This design comes from an exercise in tuning for small area on the open sky130 flow, not from production work. The RTL was checked by simulation tests, not by an equivalence proof against the original design. Power figures rest on the tool's default switching activity, not on a simulated workload.

===== design/flow/design.v =====
package pcq_pkg;
  localparam logic [2:0] CMD_INIT     = 3'd0;
  localparam logic [2:0] CMD_ENQUEUE  = 3'd1;
  localparam logic [2:0] CMD_CANCEL   = 3'd2;
  localparam logic [2:0] CMD_DISPATCH = 3'd3;
  localparam logic [2:0] CMD_MARK_ALL = 3'd4;
endpackage
module priority_command_queue_with_cancel #(
  parameter int MAX_COMMANDS   = 32,
  parameter int MAX_PRIORITIES = 8
) (
  input  logic        clk,
  input  logic        rst_n,
  input  logic        in_tvalid,
  output logic        in_tready,
  input  logic [15:0] in_tdata,    
  output logic        out_tvalid,
  input  logic        out_tready,
  output logic [15:0] out_tdata,   
  input  logic        cfg_valid,
  output logic        cfg_ready,
  input  logic [0:0]  cfg_index,
  input  logic [3:0]  cfg_data
);
  localparam logic [2:0] S_CLR  = 3'd0;
  localparam logic [2:0] S_IDLE = 3'd1;
  localparam logic [2:0] S_WAIT = 3'd2;
  localparam logic [2:0] S_A    = 3'd3;
  localparam logic [2:0] S_B    = 3'd4;
  localparam logic [2:0] S_OUT  = 3'd5;
  logic       running_r;
  logic [2:0] npm1_r;
  assign cfg_ready = 1'b1;
  always_ff @(posedge clk) begin
    if (!rst_n) begin
      running_r <= 1'b0;
      npm1_r    <= 3'd0;
    end else if (cfg_valid) begin
      if (cfg_index == 1'b0) running_r <= cfg_data[0];
      else if (cfg_data == 4'd0) npm1_r <= 3'd0;
      else if (cfg_data[3]) npm1_r <= 3'd7;
      else npm1_r <= cfg_data[2:0] - 3'd1;
    end
  end
  logic [8:0] ring [32];
  logic [8:0] fb;
  logic [4:0] ph;
  logic [5:0] n_r;
  logic [2:0] st_r;
  logic [2:0] cmd_r;
  logic [4:0] id_r;    
  logic [2:0] pr_r;    
  logic [4:0] rk_r;    
  logic       f_r;     
  logic       mk_r;    
  always_ff @(posedge clk) begin
    for (int i = 0; i < 31; i++) ring[i] <= ring[i+1];
    ring[31] <= fb;
  end
  logic [2:0] e_lvl;
  logic       e_mk;
  logic [4:0] e_rk;
  assign {e_lvl, e_mk, e_rk} = ring[0];
  logic q, hit, lvl_ok, better, last, enq_ok, rm;
  assign q      = n_r[5] || (e_rk < n_r[4:0]);
  assign hit    = ph == id_r;
  assign lvl_ok = e_lvl <= npm1_r;
  assign better = !f_r || ({e_lvl, ~e_rk} > {pr_r, ~rk_r});
  assign last   = ph == 5'd31;
  assign enq_ok = hit && !q && running_r && (pr_r <= npm1_r);
  assign rm     = f_r && (cmd_r == pcq_pkg::CMD_CANCEL || cmd_r == pcq_pkg::CMD_DISPATCH);
  always_comb begin
    fb = ring[0];
    case (st_r)
      S_CLR: fb = {e_lvl, 1'b0, 5'd31};
      S_A: begin
        case (cmd_r)
          pcq_pkg::CMD_INIT:     if (hit && !q) fb[5] = 1'b0;
          pcq_pkg::CMD_ENQUEUE:  if (enq_ok) fb = {pr_r, e_mk, n_r[4:0]};
          pcq_pkg::CMD_MARK_ALL: if (q && lvl_ok) fb[5] = 1'b1;
          default: ;
        endcase
      end
      S_B: begin
        if (rm) begin
          if (hit) fb[4:0] = 5'd31;
          else if (q && e_rk > rk_r) fb[4:0] = e_rk - 5'd1;
        end
      end
      default: ;
    endcase
  end
  always_ff @(posedge clk) begin
    if (!rst_n) begin
      ph   <= 5'd0;
      n_r  <= 6'd0;
      st_r <= S_CLR;
    end else begin
      ph <= ph + 5'd1;
      case (st_r)
        S_CLR:  if (last) st_r <= S_IDLE;
        S_IDLE: if (in_tvalid) st_r <= S_WAIT;
        S_WAIT: if (last) st_r <= S_A;
        S_A: begin
          if (cmd_r == pcq_pkg::CMD_ENQUEUE && enq_ok) n_r <= n_r + 6'd1;
          if (last) st_r <= S_B;
        end
        S_B: begin
          if (last) begin
            if (rm) n_r <= n_r - 6'd1;
            st_r <= S_OUT;
          end
        end
        S_OUT:  if (out_tready) st_r <= S_IDLE;
        default: st_r <= S_IDLE;
      endcase
    end
  end
  always_ff @(posedge clk) begin
    if (st_r == S_IDLE) begin
      cmd_r <= in_tdata[2:0];
      id_r  <= in_tdata[7:3];
      pr_r  <= in_tdata[10:8];
      f_r   <= 1'b0;
    end else if (st_r == S_A) begin
      case (cmd_r)
        pcq_pkg::CMD_INIT, pcq_pkg::CMD_ENQUEUE: if (hit) f_r <= q;
        pcq_pkg::CMD_CANCEL: begin
          if (hit && q) begin
            f_r  <= 1'b1;
            pr_r <= e_lvl;
            rk_r <= e_rk;
          end
        end
        pcq_pkg::CMD_DISPATCH: begin
          if (q && lvl_ok && better) begin
            f_r  <= 1'b1;
            id_r <= ph;
            pr_r <= e_lvl;
            rk_r <= e_rk;
            mk_r <= e_mk;
          end
        end
        default: ;
      endcase
    end
  end
  logic [2:0] status;
  logic [1:0] kind;
  always_comb begin
    status = 3'd0;
    kind   = 2'd0;
    case (cmd_r)
      pcq_pkg::CMD_INIT: if (f_r) status = 3'd2;
      pcq_pkg::CMD_ENQUEUE: begin
        if (!running_r) status = 3'd1;
        else if (f_r) status = 3'd2;
        else if (pr_r > npm1_r) status = 3'd4;
      end
      pcq_pkg::CMD_CANCEL:   if (f_r) kind = 2'd2; else status = 3'd3;
      pcq_pkg::CMD_DISPATCH: if (f_r) kind = 2'd1; else status = 3'd3;
      default: ;
    endcase
  end
  assign in_tready  = st_r == S_IDLE;
  assign out_tvalid = st_r == S_OUT;
  assign out_tdata  = {2'b00, (kind == 2'd1) && mk_r, (kind != 2'd0) ? pr_r : 3'd0,
                       (kind != 2'd0) ? id_r : 5'd0, kind, status};
endmodule

===== design/flow/constraint.sdc =====
create_clock -name core_clock -period 7.0 [get_ports {clk}]
set_input_delay 1.4000 -clock core_clock [delete_from_list [all_inputs] [get_ports {clk}]]
set_output_delay 1.4000 -clock core_clock [all_outputs]
set_load 0.01 [all_outputs]

===== design/flow/config.mk =====
export PLATFORM = sky130hd
export DESIGN_NAME = priority_command_queue_with_cancel
export DESIGN_NICKNAME = priority_command_queue_with_cancel
export VERILOG_FILES = /design/flow/design.v
export SDC_FILE = /design/flow/constraint.sdc
export NUM_CORES = 4
export LEC_CHECK = 0
export CAP_MARGIN = 20
export CORE_MARGIN = 2
export CORE_UTILIZATION = 40
export SLEW_MARGIN = 20

===== design/flow/run.sh =====
#!/bin/bash
# synth_recipe.tcl (not shown) runs the flow's synth.tcl, then flattens the netlist and writes it again
# the make line also repeats each setting of config.mk as NAME=value (left out here)
make -C /OpenROAD-flow-scripts/flow DESIGN_CONFIG=/design/flow/config.mk WORK_HOME=/design/flow/orfs CLKGATE_MAP_FILE= SYNTH_SCRIPT=/design/flow/synth_recipe.tcl finish

==> notes.md, run 1 <==
clock root buffer master=clkbuf_16; vias in the first global route=4274; fin nets=718; Worst VDD drop=0.0002002 V; antenna-violating nets left=0; Slowest-stage cell, CP=clkdlybuf4s50_1; mapped cell area=0.008612 mm^2; io pins=45; crit path capture type=output port; count of input and output buffers=36; Post-DP HPWL=8173 um; number of remaining DRC errors=0; CTS Buf Count=29; TritonCTS Sinks=324; Synth cell types=58; flops & latches, synth=324; die span in x=150.7 um; final count of pins violating max slew=0; Setup Skew=0.01319 ns; unrepaired setup endpoints after global routing=no; CTS Hold Buffers Added=0; non-filler cells, final=958; die height=150.7 um; CTS tree=yes; Antenna Cells=0; Pleak=4.174 nW; worst slew pin tran=0.6203 ns; period utilization=0.5539; htree depth=1; share of cells above drive strength 1=0.1040; Ys Warns=2; CTS clk-pin slew, worst paths=0.07 ns; DP Cell Count=904; Max Freq=0.2579 GHz; Initial Utilization=0.4084; initial antenna violation count=0; FP Rows=53; status=finished clean; total power=3.488 mW; die area=0.02272 mm^2; Hold Fails Final Rpt=0; crit path cell chain=ha_1 -> nand3_1 -> o21ai_0 -> nor4_1 -> clkdlybuf4s50_1; sequential share of the synthesized area=0.7729; WP buf/inv=1; worst path arrival time=2.48 ns; 1st-iter DRT viols=157; PostCTS Resize Cnt=0; setup TNS=0 ns; EDFF count, synth=17; routed vias=4227; startpoint types=flop; PD cells=339.7 mW/mm^2; Worst slew margin=0.5852; Worst Hold Class=reg -> reg; GRT Total Usage=0.1168; final wirelength=12750 um; Pre-Repair DR Iteration Count=4; Setup-failing EPs final=0; Top FF cell, synth=dfxtp_1; critical path fanouts, max=3; GP Congestion=0.8095; Req. time, crit path=5.60 ns; Crit path max-delay family=buffers and inverters; DR WL/cell=13.31 um; cell count after synthesis=604; largest net degree at the start of global routing=19; vias per cell=4.412; R2R setup slack=4.06 ns; core area=0.02109 mm^2; max-capacitance violation count=0; max incr delay on CP=0.62 ns; Clock Latency Late Sink=0.53 ns; async set-reset flop share out of synthesis=0; Crit Path Category=reg -> out; Final Critical Period=3.877 ns; Layout area overhead=19.25%; clock buffer depth=3; synthesized area per cell=14.26 um^2; buffers inserted by post-CTS timing repair=0; residual overflow from global routing=0; first-pass GRT wire length=21230 um
final timing paths:
kind | start | endpoint | cells after the start
max | pr_r[2]$_DFFE_PP_ | out_tdata[2] | 5
min | ring[22][2]$_DFF_P_ | ring[21][2]$_DFF_P_ | 0
max reg2reg | ring[0][4]$_DFF_P_ | id_r[1]$_DFFE_PP_ | 7
min reg2reg | ring[22][2]$_DFF_P_ | ring[21][2]$_DFF_P_ | 0
final cells by class:
| class | count | area [um^2] |
|---|---|---|
| Clock buffer | 44 | 883.3 |
| Clock inverter | 10 | 115.1 |
| Fill cell | 1863 | 10820 |
| Inverter | 28 | 105.1 |
| Multi-Input combinational cell | 239 | 1790 |
| Sequential cell | 324 | 6656 |
| Tap cell | 275 | 344.1 |
| Timing Repair Buffer | 38 | 375.4 |
report_power, final:
part           leakage (nW)  internal, mW  total, mW  switching [mW]
Sequential             2.63          1.86       1.86         0.00366
Clock                 0.492         0.947       1.59           0.643
Combinational          1.06        0.0195     0.0337          0.0141
Total                  4.17          2.83       3.49           0.661
cell usage in the layout, fill, tap and decap left out, types with 13 or more instances in the layout:
cell type	Yosys	layout
a21oi_1	20	20
and2_1	13	13
clkbuf_16	0	30
clkdlybuf4s50_1	0	36
dfxtp_1	307	307
edfxtp_1	17	17
ha_1	31	31
inv_1	28	28
nand2_1	16	16
nor2_1	18	18
o21ai_0	15	15
metrics by stage:
| step | hold slack [ns] | worst slack, ns | utilization | instance area, um^2 |
|---|---|---|---|---|
| final | 0.3183 | 3.123 | 0.4870 | 10270 |
| after global routing | 0.3255 | 3.029 | 0.4870 | 10270 |
| after CTS | 0.3243 | 3.098 | 0.4870 | 10270 |
| after detailed placement | 0.3121 | 3.707 | 0.4397 | 9271 |
| after global placement | 0.3108 | 3.749 | 0.4397 | 9271 |
| after floorplan | 0.3096 | 4.231 | - | 8616 |
synthesized netlist by cell type, types with 2 or more instances:
| cell | count | area share |
|---|---|---|
| mux2i_1 | 5 | 0.0058 |
| nor3b_1 | 4 | 0.0035 |
| inv_1 | 28 | 0.012 |
| nor3_1 | 11 | 0.0064 |
| clkbuf_1 | 9 | 0.0039 |
| xnor2_1 | 5 | 0.0051 |
| buf_4 | 4 | 0.0035 |
| nand3b_1 | 5 | 0.0044 |
| nand2_1 | 16 | 0.0070 |
| mux2_2 | 11 | 0.014 |
| nor2b_1 | 11 | 0.0080 |
| xnor2_2 | 3 | 0.0057 |
| xor2_1 | 3 | 0.0031 |
| o22ai_1 | 3 | 0.0022 |
| and3b_1 | 4 | 0.0041 |
| and3_1 | 2 | 0.0015 |
| o211ai_1 | 3 | 0.0026 |
| o21ai_0 | 15 | 0.0087 |
| nand3_1 | 7 | 0.0041 |
| nor2_1 | 18 | 0.0078 |
| conb_1 | 2 | 0.00087 |
| nand2b_1 | 3 | 0.0022 |
| nand4b_1 | 2 | 0.0020 |
| edfxtp_1 | 17 | 0.059 |
| ha_1 | 31 | 0.045 |
| a211oi_1 | 5 | 0.0044 |
| dfxtp_1 | 307 | 0.71 |
| a21oi_1 | 20 | 0.012 |
| o21bai_1 | 2 | 0.0017 |
| nand4_1 | 2 | 0.0015 |
| or2_2 | 2 | 0.0015 |
| a211o_1 | 3 | 0.0031 |
| and2_1 | 13 | 0.0094 |
| o21a_1 | 4 | 0.0035 |
state kept, by name (all words and copies together) (netlist names):
register	cells
ring	288
st_r	3
running_r	1
n_r	6
pr_r	3
ph	5
rk_r	5
npm1_r	3
mk_r	1
cmd_r	3
f_r	1
id_r	5
cell families (layout without fill, tap and decap cells):
family,Yosys count,in the layout,share of synthesized area
xor+xnor,11,11,0.01380
fa+ha+maj,32,32,0.04736
mux,16,16,0.02020
simple gates,108,108,0.07076
other cells,2,3,0.0008720
compound gates,69,69,0.05390
buf+inv,42,120,0.02019
flops,324,324,0.7729
layer usage:
layer / up-vias / global-route usage / part of all wire
met5: - / 0 / 0
met1: 1990 / 0.1637 / 0.51
li1: 2134 / - / -
met2: 71 / 0.1748 / 0.42
met4: 0 / 0.04860 / 0.028
met3: 32 / 0.02606 / 0.042
==> inputs of run 2 (changes only) <==
--- a/design/flow/config.mk
+++ b/design/flow/config.mk
@@ -5,6 +5,7 @@
 export SDC_FILE = /design/flow/constraint.sdc
 export NUM_CORES = 4
 export LEC_CHECK = 0
+export ABC_AREA = 1
 export CAP_MARGIN = 20
 export CORE_MARGIN = 2
 export CORE_UTILIZATION = 40
==> run 2 against run 1 <==
Still clean on timing, DRC and antenna; routed wire length decreased by 6.0%; register-to-register slack better by 0.16 ns; synthesized cell count increased by 18%; cell count increased by 12%; clock-buffer cell count shrank 5; sequential power is about 30% higher; via count up 7.3%; highest routed layer unchanged.
==> notes.md, run 2 <==
count of input and output buffers=36; Post-synth top cells=307 x dfxtp_1, 114 x nand2_1, 62 x inv_1; final count of pins violating max slew=0; clock buffer depth=3; 1st-iter DRT viols=192; Synth cell types=39; PD cells=423.6 mW/mm^2; non-filler cells, final=1071; Antenna Cells=0; antenna-violating nets left=0; GP Congestion=0.7854; die span in x=151.7 um; Setup-failing EPs final=0; top cell type by total area after synthesis=dfxtp_1; max reg flops=288; startpoint types=flop; largest net degree at the start of global routing=17; sequential share of the synthesized area=0.7625; Post-DP HPWL=7854 um; PostCTS Resize Cnt=0; post-synth top area share=0.7040; worst slew pin tran=0.7497 ns; htree depth=1; Max Freq=0.2556 GHz; GRT Total Usage=0.1097; die area=0.02302 mm^2; CTS Buf Count=28; die height=151.7 um; hold path cells=0; fin nets=830; max incr delay on CP=0.62 ns; Largest regs=ring: 288 flops, n_r: 6 flops; critical path fanouts, max=15; Worst Setup SP=st_r[0]$_SDFFE_PN0P_; r2r startpoint=ring[0][1]$_DFF_P_; Hold Fails Final Rpt=0; max-capacitance violation count=0; CTS tree=yes; most frequent cell after synthesis=dfxtp_1; period utilization=0.5590; flops & latches, synth=324; Reg-to-Reg End=id_r[4]$_DFFE_PP_; number of remaining DRC errors=0; FP Rows=54; residual overflow from global routing=0; CTS clk-pin slew, worst paths=0.06 ns; Layout area overhead=18.42%; TritonCTS Sinks=324; Slowest-stage cell, CP=clkdlybuf4s50_1; initial antenna violation count=0; commonest non-fill, non-tap cell in the layout=dfxtp_1; Worst Hold Class=reg -> reg; Pleak=4.416 nW; Top FF cell, synth=dfxtp_1; unrepaired setup endpoints after global routing=no; most frequent cells in the layout=307 x dfxtp_1, 114 x nand2_1, 62 x inv_1, 45 x nor2_1, 36 x clkdlybuf4s50_1; CTS Hold Buffers Added=0; DR WL/cell=11.19 um; buffers inserted by post-CTS timing repair=0; Req. time, crit path=5.60 ns; first-pass GRT wire length=20290 um; Largest Register=ring; Crit Path Category=reg -> out; vias in the first global route=4309; Clock Latency Late Sink=0.53 ns; EDFF count, synth=17; Worst VDD drop=0.0002467 V; io pins=45; status=finished clean; Initial Utilization=0.4038; Setup Skew=0.007861 ns; DP Cell Count=1022; core area=0.02162 mm^2; routed vias=4535; Worst Reg-to-Reg Cells=10; R2R setup slack=4.22 ns; crit path cell chain=inv_2 -> nor2_1 -> nand2_1 -> inv_1 -> clkdlybuf4s50_1; worst path arrival time=2.51 ns; mapped cell area=0.008730 mm^2; synthesized area per cell=12.24 um^2; cell count after synthesis=713; setup TNS=0 ns; crit path capture type=output port; hold worst-path end=ring[4][3]$_DFF_P_; final-layout fill cell count=1917; clock root buffer master=clkbuf_16; final wirelength=11980 um; Final Critical Period=3.913 ns; Worst slew margin=0.4949; share of cells above drive strength 1=0.08850; vias per cell=4.234; async set-reset flop share out of synthesis=0; Ys Warns=2; Pre-Repair DR Iteration Count=4; HP Start=ring[5][3]$_DFF_P_; dominant cells by area after synthesis=dfxtp_1 70%, edfxtp_1 5.8%, nand2_1 4.9%
## run 2: critical path, delay by kind of cell, from the launching register on
family        cells  cell delay, ns
simple gates      2            0.48
flops             1            0.37
buf+inv           3            1.13
## run 2: worst max-delay path by stage
stage | to
detailed placement | in_tready
finish | in_tready
global placement | in_tready
CTS | in_tready
floorplan | out_tdata[2]
global route | in_tready
## run 2: where the power goes
part	total [mW]	internal (mW)	switching [mW]	leakage, nW
registers	2.42	2.29	0.127	2.68
clock network	1.51	0.880	0.626	0.464
logic	0.451	0.152	0.299	1.27
total	4.38	3.33	1.05	4.42
## run 2: per-layer routing
metal	vias to the layer above	track usage	part of all wire
li1	2384	-	-
met1	2057	0.1557	0.52
met2	66	0.1646	0.41
met3	28	0.02635	0.042
met4	0	0.03657	0.026
met5	-	0	0
## run 2: final cells by class
type	count	area, um^2	share of cell area
clock buffers	39	843.3	0.08158
clock inverters	10	97.59	0.009441
inverters	72	275.3	0.02663
multi-input cells	310	1754	0.1697
flip-flops and latches	324	6656	0.6439
well taps	280	350.3	0.03389
repair buffers	36	360.3	0.03486
## run 2: kinds of logic after synthesis
kind of cell             share of synthesized area
flip-flops                                  0.7625
AND/OR/NAND/NOR                             0.1122
buffers and inverters                      0.03698
AO/OA/AOI/OAI                              0.03268
adder cells (fa/ha/maj)                    0.04672
XOR/XNOR                                  0.008027
other                                    0.0008603
## run 2: per-stage QoR
step	worst slack (ns)	hold slack (ns)	instance area, um^2	total power, mW	util
after floorplan	4.278	0.3096	8733	2.747	-
after global placement	3.625	0.3100	9397	2.903	0.4346
after detailed placement	3.617	0.3121	9397	2.913	0.4346
after CTS	3.046	0.3179	10340	4.434	0.4781
after global routing	2.879	0.3252	10340	4.622	0.4781
final	3.087	0.3182	10340	4.379	0.4781
==> inputs of run 3 (changes only) <==
--- a/design/flow/config.mk
+++ b/design/flow/config.mk
@@ -9,4 +9,6 @@
 export CAP_MARGIN = 20
 export CORE_MARGIN = 2
 export CORE_UTILIZATION = 40
+export CTS_BUF_LIST = sky130_fd_sc_hd__clkbuf_4
+export CTS_CLUSTER_SIZE = 30
 export SLEW_MARGIN = 20
==> run 3 against run 2 <==
Still clean; clock power fell by 5%; power is 1.6% lower; worst hold slack lost 0.016 ns; critical endpoint unchanged; largest power group unchanged; highest routed layer unchanged.
==> notes.md, run 3 <==
status=finished clean; final count of pins violating max slew=0; Largest Register=ring; unrepaired setup endpoints after global routing=no; initial antenna violation count=1; worst path arrival time=2.65 ns; multi-input logic area=0.001754 mm^2; dominant cells by area after synthesis=dfxtp_1 70%, edfxtp_1 5.8%, nand2_1 4.9%; PostCTS Resize Cnt=0; CTS Hold Buffers Added=0; GRT Total Usage=0.1185; Final Critical Period=4.045 ns; Crit Path Category=reg -> out; Clock Latency Late Sink=0.64 ns; Pleak=4.526 nW; PD cells=416.5 mW/mm^2; GP Congestion=0.7854; die span in x=151.7 um; synthesized area per cell=12.24 um^2; Ys Warns=2; max incr delay on CP=0.63 ns; post-synth top area share=0.7040; CTS tree=yes; Req. time, crit path=5.60 ns; Worst Hold Class=reg -> reg; EDFF count, synth=17; crit path capture type=output port; Hold Fails Final Rpt=0; max-capacitance violation count=0; vias in the first global route=4766; Pre-Repair DR Iteration Count=7; routed vias=4805; die height=151.7 um; residual overflow from global routing=0; startpoint types=flop; TritonCTS Sinks=324; 1st-iter DRT viols=187; async set-reset flop share out of synthesis=0; cell count after synthesis=713; Worst slew margin=0.5011; critical path fanouts, max=15; sequential share of the synthesized area=0.7625; post-route setup slack=2.955 ns; Worst VDD drop=0.0002467 V; largest net degree at the start of global routing=16; mapped cell area=0.008730 mm^2; die area=0.02302 mm^2; Synth cell types=39; hold path cells=0; io pins=45; FP Rows=54; final wirelength=12430 um; clock root buffer master=clkbuf_4; most frequent cell after synthesis=dfxtp_1; Max Freq=0.2472 GHz; worst slew pin tran=0.7405 ns; CTS Buf Count=74; htree depth=3; most frequent cells in the layout=307 x dfxtp_1, 114 x nand2_1, 109 x clkbuf_4, 62 x inv_1, 45 x nor2_1; Post-DP HPWL=7854 um; top cell type by total area after synthesis=dfxtp_1; clock buffer depth=3; Worst Reg-to-Reg Cells=10; crit path cell chain=inv_2 -> nor2_1 -> nand2_1 -> inv_1 -> clkdlybuf4s50_1; share of cells above drive strength 1=0.1621; number of remaining DRC errors=0; Setup-failing EPs final=0; count of input and output buffers=36; setup TNS=0 ns; flops & latches, synth=324; Initial Utilization=0.4038; Top FF cell, synth=dfxtp_1; Storage cell area=0.006656 mm^2; DR WL/cell=10.80 um; final-layout fill cell count=1982; Slowest-stage cell, CP=clkdlybuf4s50_1; max reg flops=288; pre-CTS setup slack=3.617 ns; WHS=0.3027 ns; fin nets=876; commonest non-fill, non-tap cell in the layout=dfxtp_1; vias per cell=4.175; Largest regs=ring: 288 flops, n_r: 6 flops; Setup Skew=0.02559 ns; Post-synth top cells=307 x dfxtp_1, 114 x nand2_1, 62 x inv_1; period utilization=0.5779; Layout area overhead=18.58%; first-pass GRT wire length=21240 um; buffers inserted by post-CTS timing repair=0; antenna-violating nets left=0; CTS clk-pin slew, worst paths=0.07 ns; core area=0.02162 mm^2
## run 3: cell count changes in the layout (fill, tap and decap cells not counted), sizes merged
cell	delta
bufinv	+1
clkbuf	+70
clkinv	+11
clkinvlp	-2
diode	+1
inv	-1
## run 3: layout make-up
cell class,instances,area share
Tap cell,280,0.03384
Clock inverter,19,0.01293
Multi-Input combinational cell,310,0.1695
Inverter,72,0.02659
Sequential cell,324,0.6431
Antenna cell,1,0.0002417
Clock buffer,109,0.07905
Timing Repair Buffer,36,0.03481
## run 3: where the power goes
part	switching, mW	internal [mW]
Clock	0.651	0.790
Sequential	0.126	2.29
Combinational	0.298	0.152
Total	1.07	3.24
## run 3: final timing paths
check / from / end / slack (ns)
max: st_r[0]$_SDFFE_PN0P_ / in_tready / 2.95
min: ring[2][6]$_DFF_P_ / ring[1][6]$_DFF_P_ / 0.30
max reg2reg: ring[0][1]$_DFF_P_ / id_r[4]$_DFFE_PP_ / 4.24
min reg2reg: ring[2][6]$_DFF_P_ / ring[1][6]$_DFF_P_ / 0.30
## run 3: through the flow
| step | power, mW | cells | util | cell area, um^2 |
|---|---|---|---|---|
| floorplan | 2.747 | 714 | - | 8733 |
| global placement | 2.903 | 1022 | 0.4346 | 9397 |
| detailed placement | 2.913 | 1022 | 0.4346 | 9397 |
| CTS | 4.392 | 1150 | 0.4786 | 10350 |
| global route | 4.595 | 1151 | 0.4788 | 10350 |
| finish | 4.311 | 1151 | 0.4788 | 10350 |
## run 3: critical path, delay by kind of cell, from the launching register on
family | cells | cell delay, ns
simple gates | 2 | 0.48
flops | 1 | 0.37
buf+inv | 3 | 1.15
## run 3: kinds of logic (layout without fill, tap and decap cells)
kind of cell	Yosys count	count (layout)	synth area share
other cells	2	4	0.0008603
buf+inv	80	236	0.03698
xor+xnor	8	8	0.008027
compound gates	48	48	0.03268
fa+ha+maj	32	32	0.04672
flops	324	324	0.7625
simple gates	219	219	0.1122
## run 3: layer usage
metal	up-vias	wire, um	part of all wire	track usage
met5	-	0	0	0
met4	0	309	0.025	0.06898
met3	21	568	0.046	0.04401
met2	80	5198	0.42	0.1669
met1	2177	6357	0.51	0.1555
li1	2527	-	-	-

-- separate check: timing with driven ports --
The results above use ideal ports. As a check the final layouts listed here were re-extracted and re-timed, cells and wires unchanged. Step 1, drivers: a clkbuf_16 drives clk and a buf_2 each remaining input, both assumed. Step 2 moves the port delays by t, midway between the first and last clock arrival at a register: inputs arrive t later, outputs are due t later. That takes back most of the time a late clock gives input paths. Three values: ideal ports, drivers, drivers and shift; two values: the first two.
| run | t, ns | slack for setup (ns) | worst hold slack (ns) |
|---|---|---|---|
| run 1 | 0.570 | 3.123 / 3.080 / 3.650 | 0.318 / 0.318 / 0.318 |
| run 2 | 0.565 | 3.087 / 3.045 / 3.609 | 0.318 / 0.318 / 0.318 |
| run 3 | 0.667 | 2.955 / 2.917 / 3.584 | 0.303 / 0.303 / 0.303 |
After both steps setup and hold are still met in every run listed.
